What follows belongs to an exercise in optimizing a design on an open flow for small area, a short achievable clock period and few clock cycles per item; a production flow would make more cautious choices. RTL that was checked went through simulation tests only; none was proved equivalent to the original.

==> run a: inputs <==
==> flow/design.v (excerpt) <==
module date_seconds_of_year_converter_unit (
    input  logic                            i_clk,
    input  logic                            i_rst_n,
    input  logic                            i_in_valid,
    output logic                            o_in_ready,
    input  logic                            i_in_mode,
    input  logic [dsoyc_pkg::WYear-1:0]     i_in_year,
    input  logic [dsoyc_pkg::WMonth-1:0]    i_in_month,
    input  logic [dsoyc_pkg::WDay-1:0]      i_in_day,
    input  logic [dsoyc_pkg::WHour-1:0]     i_in_hour,
    input  logic [dsoyc_pkg::WMinute-1:0]   i_in_minute,
    input  logic [dsoyc_pkg::WSecond-1:0]   i_in_second,
    input  logic [dsoyc_pkg::WSeconds-1:0]  i_in_seconds,
    output logic                            o_out_valid,
    input  logic                            i_out_ready,
    output logic [dsoyc_pkg::WSeconds-1:0]  o_out_seconds,
    output logic [dsoyc_pkg::WMonth-1:0]    o_out_month,
    output logic [dsoyc_pkg::WDay-1:0]      o_out_day,
    output logic [dsoyc_pkg::WHour-1:0]     o_out_hour,
    output logic [dsoyc_pkg::WMinute-1:0]   o_out_minute,
    output logic [dsoyc_pkg::WSecond-1:0]   o_out_second,
    output logic                            o_out_range_error
);
==> flow/config.mk <==
export PLATFORM = sky130hd
export DESIGN_NAME = date_seconds_of_year_converter_unit
export DESIGN_NICKNAME = date_seconds_of_year_converter_unit
export VERILOG_FILES = /design/flow/design.v
export SDC_FILE = /design/flow/constraint.sdc
export NUM_CORES = 4
export LEC_CHECK = 0
export CAP_MARGIN = 20
export CORE_MARGIN = 2
export CORE_UTILIZATION = 40
export SETUP_SLACK_MARGIN = 5
export SLEW_MARGIN = 20
==> flow/constraint.sdc <==
create_clock -name core_clock -period 9.0 [get_ports {i_clk}]
set_input_delay 1.8000 -clock core_clock [delete_from_list [all_inputs] [get_ports {i_clk}]]
set_output_delay 1.8000 -clock core_clock [all_outputs]
set_load 0.01 [all_outputs]
run.sh (not shown) runs the stock make flow with config.mk's settings and CLKGATE_MAP_FILE= SYNTH_SCRIPT=/design/flow/synth_recipe.tcl, a recipe that flattens the netlist after the stock synthesis.
==> run b (differences from run a) <==
SETUP_SLACK_MARGIN = default   (was 5)
==> key figures <==
Layout
  – Signal buffers share of area: a little over a tenth
  – Final clock-cell share: slightly below 4%
  – Post-layout util: between 50% and 60%
  – Post-Layout Cell Count: 2352
  – Nets: 2202
  – Share of cells above drive strength 1: ~20%

Worst setup path
  – Max Fanout on Critical Path: 6
  – WP data required: between 9000 and 10000 ps
  – Critical path buffer and inverter count: 5
  – Crit path DAT: ~4900 ps
  – R2R setup slack: 4420 ps

Timing
  – Worst rel slew slack: 42.40%

Placement
  – Placed Instance Area: 19350 µm²

Run status
  – Outcome: finished clean

Drt
  – Via Count: between 10000 and 15000

Global route
  – Vias in the first global route: around 12000
the above is filed under run a

==> key figures <==
Global route
  – Vias in the first global route: about 12000

Worst setup path
  – Crit path DAT: 5870 ps
  – Critical path buffer and inverter count: 3

Layout
  – Post-Layout Cell Count: between 2000 and 2500
  – Final clock-cell share: 4.008%
  – Signal buffers share of area: 6.392%
  – Post-layout util: a little under half
  – Nets: just over 2000

Timing
  – Worst rel slew slack: 41.81%

Run status
  – Outcome: finished clean

Placement
  – Placed Instance Area: between 15000 and 20000 µm²

Drt
  – Via Count: 11252
the above is filed under run b

Testbench counts of run a, summed over its fixed seeds: cycles 24,040, items 24,000.
Testbench counts of run b, summed over its fixed seeds: cycles 24,040, items 24,000.

* * *

==> yarrow <==
date_seconds_of_year_converter_unit, a different RTL version from the one above (not shown whole).
Settings: LEC_CHECK=0, CAP_MARGIN=20, CORE_MARGIN=2, CORE_UTILIZATION=40, SETUP_SLACK_MARGIN=5, SLEW_MARGIN=20; clock period 9.0 ns.
standard.sh (not shown) runs the stock make flow with config.mk's settings and CLKGATE_MAP_FILE= SYNTH_SCRIPT=/design/flow/synth_recipe.tcl, a recipe that flattens the netlist after the stock synthesis.
==> flow/flow/run.sh <==
#!/bin/bash
# The standard layout with two changes:
#  - the port buffers are sky130_fd_sc_hd__buf_1 cells;
#  - synthesis runs the standard flow's synthesis script with yosys's synth called with -noabc
#    as well (flow/synth.tcl), so the generic abc pass does not restructure the
#    carry-save adders before they are mapped to full and half adder cells.
#    Registers are inferred exactly as in the standard synthesis.
set -euo pipefail
here=$(pwd)
sed -e 's|SETUP_SLACK_MARGIN=5 |SETUP_SLACK_MARGIN=5 BUFFER_PORTS_ARGS="-buffer_cell sky130_fd_sc_hd__buf_1" |' \
    -e "s|SYNTH_SCRIPT=[^ ]*|SYNTH_SCRIPT=$here/flow/synth.tcl|" standard.sh > standard_b.sh
bash standard_b.sh > standard.log 2>&1
==> flow/flow/synth.tcl <==
proc synth {args} { yosys synth -nofsm -noshare -noabc {*}$args }
source $::env(SCRIPTS_DIR)/synth.tcl
# left out here: clear keep_hierarchy, flatten, clean up, hide names made inside functions, write 1_2_yosys.v
==> inputs of willow, as changes to yarrow <==
--- a/flow/design.v
+++ b/flow/design.v
@@ -90,16 +90,16 @@
             4'd12:   offc = 9'd334;
             default: offc = 9'd0;
         endcase
     endfunction
     logic r_v1, r_v2, r_v3;
-    logic r_out_valid;
+    logic r_out_valid, r_out_nvalid;
     logic en;
     assign en         = !r_out_valid || i_out_ready;
-    assign o_in_ready = en;
+    assign o_in_ready = r_out_nvalid || i_out_ready;
     logic        r1_mode;
-    logic [13:0] r1_year;
+    logic        r1_leap, r1_yerr;
     logic [25:0] r1_pay;
     logic [7:0]  r1_p;
     logic        r2_mode, r2_err, r2_leap;
     logic [25:0] r2_pay;
     logic        r3_mode, r3_err;
@@ -107,30 +107,33 @@
     logic [25:0] r_o_f;
     logic        r_o_z0, r_o_z1;
     logic        r_o_err;
     logic [25:0] n1_pay;
     logic [7:0]  n1_p;
+    logic [11:0] n1_qi;
+    logic        n1_leap, n1_yerr;
+    dsoyc_inv25 u_inv25 (.q(i_in_year[13:2]), .p(n1_qi));
+    assign n1_leap = (i_in_year[1:0] == 2'b00) && ((n1_qi > 12'd163) || (i_in_year[3:2] == 2'b00));
+    assign n1_yerr = (i_in_year > 14'd9999);
     assign n1_p   = 8'(i_in_seconds[24:18]) + 8'(i_in_seconds[24:19]) + 8'(i_in_seconds[24:22]) + 8'd6;
     assign n1_pay = i_in_mode ? {1'b0, i_in_seconds}
                               : {i_in_month, i_in_day, i_in_hour, i_in_minute, i_in_second};
-    logic [11:0] n2_qi;
     logic        n2_leap, n2_yerr, n2_err0, n2_err1, n2_err, n2_lm;
     logic [3:0]  n2_month;
     logic [4:0]  n2_day;
     logic [4:0]  n2_hour;
     logic [5:0]  n2_minute, n2_second;
     logic [8:0]  n2_dd;
     logic [16:0] n2_tod;
     logic [24:0] n2_secs;
     logic [8:0]  n2_dq;
     logic [25:0] n2_pay;
-    dsoyc_inv25 u_inv25 (.q(r1_year[13:2]), .p(n2_qi));
     dsoyc_tod   u_tod   (.h(n2_hour), .m(n2_minute), .s(n2_second), .t(n2_tod));
     dsoyc_div675 u_div675 (.x(n2_secs[24:7]), .p(r1_p), .q(n2_dq));
     always_comb begin
-        n2_leap = (r1_year[1:0] == 2'b00) && ((n2_qi > 12'd163) || (r1_year[3:2] == 2'b00));
-        n2_yerr = (r1_year > 14'd9999);
+        n2_leap = r1_leap;
+        n2_yerr = r1_yerr;
         {n2_month, n2_day, n2_hour, n2_minute, n2_second} = r1_pay;
         n2_err0 = n2_yerr || (n2_month == 4'd0) || (n2_month > 4'd12) || (n2_day == 5'd0) ||
                   (n2_hour > 5'd23) || (n2_minute > 6'd59) || (n2_second > 6'd59);
         n2_dd   = 9'(n2_day) + offc(n2_month);
         n2_lm   = n2_leap && (n2_month >= 4'd3);
@@ -170,11 +173,11 @@
         for (int i = 1; i <= 12; i++) begin
             if (n3_c[i]) n3_mon = 4'(i);
         end
         n3_dom  = n3_dq[4:0] - 5'(r2_leap && n3_c[3]);
         n3_pay = r2_mode ? {n3_mon, n3_dom, ~n3_y[9:0], n3_low[6:4], n3_low[3:0]}
-                         : {1'b0, n3_y, n3_tod[6:0]};
+                         : {1'b0, n3_y[17:10], ~n3_y[9:0], n3_tod[6:0]};
     end
     logic        c_mode, c_err;
     logic [25:0] c_pay;
     logic [3:0]  c_mon;
     logic [4:0]  c_dom;
@@ -193,24 +196,27 @@
     always_ff @(posedge i_clk) begin
         if (!i_rst_n) begin
             r_v1        <= 1'b0;
             r_v2        <= 1'b0;
             r_v3        <= 1'b0;
-            r_out_valid <= 1'b0;
+            r_out_valid  <= 1'b0;
+            r_out_nvalid <= 1'b1;
         end else begin
             if (en) begin
                 r_v1        <= i_in_valid;
                 r_v2        <= r_v1;
                 r_v3        <= r_v2;
-                r_out_valid <= r_v3;
+                r_out_valid  <= r_v3;
+                r_out_nvalid <= !r_v3;
             end
         end
     end
     always_ff @(posedge i_clk) begin
         if (en) begin
             r1_mode <= i_in_mode;
-            r1_year <= i_in_year;
+            r1_leap <= n1_leap;
+            r1_yerr <= n1_yerr;
             r1_pay  <= n1_pay;
             r1_p    <= n1_p;
             r2_mode <= r1_mode;
             r2_err  <= n2_err;
             r2_leap <= r1_mode ? n2_leap : n2_lm;
@@ -219,11 +225,12 @@
             r3_err  <= r2_err;
             r3_pay  <= n3_pay;
             r_o_err <= c_err;
             r_o_z0  <= !c_err && !c_mode;
             r_o_z1  <= !c_err && c_mode;
-            r_o_f   <= c_mode ? {c_mon, c_day, c_h, c_tm[5:0], c_u[1:0], c_low} : c_pay;
+            r_o_f   <= c_mode ? {c_mon, c_day, c_h, c_tm[5:0], c_u[1:0], c_low}
+                              : {c_pay[25:17], ~c_pay[16:7], c_pay[6:0]};
         end
     end
     assign o_out_valid       = r_out_valid;
     assign o_out_seconds     = r_o_f[24:0] & {25{r_o_z0}};
     logic [5:0] o_mi;
--- a/flow/config.mk
+++ b/flow/config.mk
@@ -5,8 +5,9 @@
 export SDC_FILE = /design/flow/constraint.sdc
 export NUM_CORES = 4
 export LEC_CHECK = 0
 export CAP_MARGIN = 20
 export CORE_MARGIN = 2
-export CORE_UTILIZATION = 40
+export CORE_UTILIZATION = 30
+export CTS_BUF_LIST = sky130_fd_sc_hd__clkbuf_8
 export SETUP_SLACK_MARGIN = 5
 export SLEW_MARGIN = 20
==> summary of the runs <==
In willow the die area is higher than in yarrow, by about 27%.
Between willow and yarrow, the lower register-to-register slack is in yarrow (gap 230 ps).
willow went through all stages and came out clean. yarrow passed the timing, design-rule and antenna checks.
In yarrow the routed wire length is larger than in willow, by 3.4%.
Against yarrow, the sequential cell count of willow is lower by 11.
Fmax: willow is higher than yarrow (1.7%).
Between willow and yarrow, the lower hold slack is in yarrow (gap 7.9 ps).
Between yarrow and willow, the lower design area is in willow (gap about 5%, measured against willow).
==> figures <==
Global-route track usage on met2: yarrow 0.3166; willow 0.2353
Slowest cell on the critical path: yarrow sky130_fd_sc_hd__fa_2; willow sky130_fd_sc_hd__or2_4
Sequential fraction of total cell area: yarrow 0.2514; willow 0.2418
Combined area of all synthesized cells: yarrow 13910 µm²; willow 13280 µm²
Flip-flop and latch count: yarrow 139; willow 128
Total of cells resized after clock tree synthesis: yarrow 24; willow 14
Maximum achievable frequency: yarrow 0.2440 GHz; willow 0.2481 GHz
Post-synthesis share of cell area spent on xor and xnor gates: yarrow 0.04973; willow 0.04617
Status: yarrow complete, no violations; willow complete, no violations
Initial core utilization: yarrow 0.4048; willow 0.3023
R2r setup slk: yarrow 4900 ps; willow 5130 ps
Critical Path Source: yarrow r1_pay[19]; willow i_out_ready
Proportion of synthesized chip area in sequential cells: yarrow 0.2971; willow 0.2857
Data buffer area share: yarrow 0.07275; willow 0.07288
Testbench counts of willow, summed over its fixed seeds: cycles 24,032, items 24,000.
No functional check of the RTL was part of yarrow.

-- static timing again, ports no longer ideal --
Ports are ideal in the flow. The routed layouts listed here were re-timed in OpenROAD. Step 1 assumes that a clkbuf_16 drives the clock port and a buf_2 every other input. Step 2 adds t to the input delays and takes it off the output delays; t is the mean of the earliest and latest rising clock arrival at the registers after step 1. Input paths then give back, and output paths get back, about the clock's delay inside the block. a / b / c = ideal ports / drivers / drivers and shift; a / b = the first two.
run | shift t [ns] | slack for setup (ns) | worst setup path after step 2
run a | 0.598 | 4.420 / 4.420 / 4.420 | register to register
run b | 0.591 | 3.384 / 3.384 / 3.384 | register to register
yarrow | 0.493 | 4.901 / 4.891 / 4.857 | input to register
willow | 0.508 | 4.969 / 4.922 / 4.604 | input to register
After both steps every run listed still meets setup and hold. The setup slack of willow, which loses most, moves by -0.047 ns with the drivers and by -0.365 ns with both steps.
